What follows belongs to an exercise in optimizing a design on an open flow for small area; a production flow would make more cautious choices.
RTL that was checked went through simulation tests only; none was proved equivalent to the original.

## running_mean_stddev
module running_mean_stddev #(
    parameter int MAX_COUNT   = 65536,
    parameter int FRAC_BITS   = 16
) (
    input  logic        aclk,
    input  logic        aresetn,
    input  logic        s_axis_tvalid,
    output logic        s_axis_tready,
    input  logic [15:0] s_axis_tdata,    
    input  logic        s_axis_tlast,
    output logic        m_axis_tvalid,
    input  logic        m_axis_tready,
    output logic [87:0] m_axis_tdata,    
    input  logic        psel,
    input  logic        penable,
    input  logic        pwrite,
    input  logic [1:0]  paddr,
    input  logic [31:0] pwdata,
    output logic [31:0] prdata,
    output logic        pready
);
For scale: roughly 180 I/O pins, ~21,000 um2 of cells after synthesis.
export LEC_CHECK = 0
export CAP_MARGIN = 20
export CORE_MARGIN = 2
export CORE_UTILIZATION = 40
export SLEW_MARGIN = 20
create_clock -name core_clock -period 11.0 [get_ports {aclk}]
standard.sh (not shown) runs the stock make flow with config.mk's settings and CLKGATE_MAP_FILE= SYNTH_SCRIPT=/design/flow/synth_recipe.tcl, a recipe that flattens the netlist after the stock synthesis.
==> flow/flow/run.sh <==
#!/bin/bash
# The standard layout (standard.sh) with three changes:
#  - after the standard synthesis, flow/invopt.py removes inverters around the
#    full adders (a full adder is self-dual; registers and other cells stay);
#  - each port's buffer is the smallest buffer cell (every port still gets its
#    own buffer);
#  - clock tree synthesis inserts no dummy loads.
# Logs here: synth_make.log, invopt.log, flow_make.log; each tool's full log
# is under orfs/logs/.
set -euo pipefail
RES="$PWD/orfs/results/$FLOW_PLATFORM/running_mean_stddev/base"
bash standard.sh "$RES/1_2_yosys.v" > synth_make.log 2>&1
cp "$RES/1_2_yosys.v" "$RES/1_2_yosys.std.v"
python3 flow/invopt.py "$RES/1_2_yosys.std.v" "$RES/1_2_yosys.opt.v" > invopt.log 2>&1
cp "$RES/1_2_yosys.opt.v" "$RES/1_2_yosys.v"
export BUFFER_PORTS_ARGS="-buffer_cell sky130_fd_sc_hd__buf_1"
export CTS_ARGS="-sink_clustering_enable -repair_clock_nets -dont_use_dummy_load -buf_list sky130_fd_sc_hd__clkbuf_8 -sink_clustering_size 16 -sink_clustering_max_diameter 50"
bash standard.sh finish > flow_make.log 2>&1
Other scripts of this flow, unchanged in this note and not shown: flow/flow/invopt.py
The starting point finished with timing, DRC and antenna clean.
Rerun with:
--- a/flow/design.v
+++ b/flow/design.v
@@ -67,25 +67,25 @@
     end
     always_ff @(posedge aclk) begin
         if (!aresetn) mode <= 1'b0;
         else if (psel && penable && pwrite && paddr == 2'd0) mode <= pwdata[0];
     end
     logic [7:0]  t, t_n;
     logic [16:0] N;
     logic        OVF, NEG;
     logic [15:0] RM;         
     logic [31:0] MB;         
     logic [63:0] X;          
     logic [33:0] R;
-    logic [33:0] DR;         
+    logic [32:0] DR;
     logic        brw, seen, mreg;
     logic [2:0]  PC;
     logic        qc;
     rms_add #(.W(8)) u_t (.a(t), .b(8'd0), .ci(1'b1), .s(t_n), .co());
     logic ph0, pY, pQ, pM, pD, pDiv, pSq, sqB, fin, tlastdiv;
     assign ph0  = busy & (t[7:6] == 2'b00);
     assign pY   = ph0 & ~t[5];
     assign pD   = ph0 & t[5] & (t[4:0] >= 5'd15);
     assign pQ   = ph0 & ~pD;
     assign pM   = busy & (t[7:5] == 3'b010);
     assign pDiv = busy & (t[7:6] == 2'b01);
     assign pSq  = busy & (t[7:6] == 2'b10);
@@ -98,36 +98,37 @@
     assign mp_in = sum_n ^ {32{sum_n[31]}};
     assign m_eff = mode & (cnt != 17'd0);
     assign nm_in = m_eff ? (cnt[16] ? 17'h0FFFF : cnt) : cnt_n;
     logic [31:0] mp;
     logic        s_nx, seen_nx, m_nx;
     assign mp      = {RM, MB[31:16]};
     assign s_nx    = mp[t_n[4:0]] ^ NEG;
     assign seen_nx = seen | mreg;
     assign m_nx    = s_nx ^ (NEG & seen_nx);
     logic inj, qb;
     assign inj  = (t == 8'd11 && PC[0]) || (t == 8'd22 && PC[1]) || (t == 8'd32 && PC[2]);
     assign qb   = X[0] ^ inj ^ qc;
-    logic        bm, cmp;
-    logic [33:0] bb, sa, rn;
+    logic        bm;
+    logic [33:0] r2, bop, aa, bb, sa;
     logic        ca, ge;
     logic [31:0] ya;
     assign bm  = mreg & pY;
-    assign bb  = ph0 ? {2'b00, (bm ? mp : 32'd0)} : ~DR;
-    rms_adds #(.W(34), .L(19)) u_sa (.a(R), .b(bb), .ci(ph0 ? (bm & NEG) : 1'b1),
+    assign r2  = {R[32:0], X[14]};
+    assign bop = pSq ? {DR[31:0], 2'b01} : {1'b0, DR};
+    assign aa  = ph0 ? {2'b00, R[31:0]} : r2;
+    assign bb  = ph0 ? {2'b00, (bm ? mp : 32'd0)} : ~bop;
+    rms_adds #(.W(34), .L(19)) u_sa (.a(aa), .b(bb), .ci(ph0 ? (bm & NEG) : 1'b1),
                                      .s(sa), .co(ca));
-    assign ya  = sa[31:0];
-    assign ge  = ca;
-    assign cmp = ge && !(pSq && !sqB);
-    assign rn  = cmp ? sa : R;
+    assign ya = sa[31:0];
+    assign ge = ca;
     logic [15:0] xa_a;
     logic        xa_m;
     logic [16:0] r2m, ab_a, ab_b, xa;
     logic        gem;
     assign xa_a = pQ ? X[62:47] : DR[32:17];
     assign xa_m = pQ ? qb : DR[0];
     assign r2m  = {RM, MB[31]};
     assign ab_a = ph0 ? {1'b0, xa_a} : r2m;
     assign ab_b = ph0 ? (xa_m ? N : 17'd0) : ~N;
     rms_add #(.W(17)) u_xa (.a(ab_a), .b(ab_b), .ci(~ph0), .s(xa), .co(gem));
     logic xbit, ybit, abit, brw_n;
     assign xbit  = pQ ? xa[0] : X[47];
@@ -180,38 +181,38 @@
             end
             brw <= brw_n;
         end
     end
     always_ff @(posedge aclk) begin
         if (go) X <= {17'd0, sq_n};
         else if (pQ) X <= {1'b0, xa[16:1], pY & abit, X[46:1]};
         else if (pD) X <= {X[0], X[63:48], pY & abit, X[46:1]};
         else X <= {X[62:15], ge, X[13:0], X[63]};
     end
     always_ff @(posedge aclk) begin
         if (go) R <= '0;
-        else if (ph0) R <= {1'b0, abit & ~pY, sa[32:2], (t[5:0] == 6'd63) ? X[15] : sa[1]};
+        else if (ph0) R <= {2'd0, abit & ~pY, ya[31:1]};
         else if (pDiv && tlastdiv) R <= '0;
-        else R <= {rn[32:0], X[13]};
+        else R <= ((ge && !(pSq && !sqB)) ? sa : r2);
     end
     always_ff @(posedge aclk) begin
-        if (go) DR <= {17'd0, nm_in};
-        else if (pD) DR <= {1'b0, xa, DR[16:1]};
-        else if (pDiv && tlastdiv) DR <= 34'd1;
-        else if (pSq && sqB) DR[33:2] <= {DR[32:2], ge};
+        if (go) DR <= {16'd0, nm_in};
+        else if (pD) DR <= {xa, DR[16:1]};
+        else if (pDiv && tlastdiv) DR <= '0;
+        else if (pSq && sqB) DR[31:0] <= {DR[30:0], ge};
     end
     assign m_axis_tvalid = valid;
     assign m_axis_tdata  = {5'd0,
                             OVF ? 2'd2 : (N[16:1] == 16'd0 ? 2'd1 : 2'd0),
-                            N, DR[33:2], MB};
+                            N, DR[31:0], MB};
 endmodule
 module rms_add #(
     parameter int W = 8
 ) (
     input  logic [W-1:0] a,
     input  logic [W-1:0] b,
     input  logic         ci,
     output logic [W-1:0] s,
     output logic         co
 );
     logic [W:0] c;
     assign c[0] = ci;
Result: The changed run ran to the end with no violations. Core utilization barely changes. Worst setup slack improved by 79 ps. Clock skew rose by 36 ps. Count of clock-buffer cells in the layout rose by 6. Routed wire length rose by 2.1%. Register-to-register slack got worse by 230 ps.
For the second run of this note, only the layout was checked, not whether the RTL still works.

==> what the ideal ports hide <==
No port has a modelled driver above. Below, the same layouts with a new extraction and two added sets of constraints.
Step 1 sets driving cells, clkbuf_16 on the clock port and buf_2 on the other inputs (assumed; they add their load-dependent delay and slew).
Step 2 also shifts input and output timing later by t, the mid clock arrival at the registers, as if the neighbouring blocks saw the same clock.
Three values: ideal ports, drivers, drivers and shift; two values: the first two.
run	shift t [ns]	setup WS [ns]	worst hold slack (ns)	worst setup path at the end	cell pins on the clock port's net
the first run	0.637	0.265 / 0.294 / -0.343	0.425 / 0.425 / 0.425	input to register	1
the second run	0.647	0.344 / 0.366 / -0.274	0.462 / 0.462 / 0.462	input to register	1
Met with ideal ports but missed after step 2: setup timing in the first run and the second run. The setup slack of the second run, which loses most, moves by +0.022 ns with the drivers and by -0.618 ns with both steps.
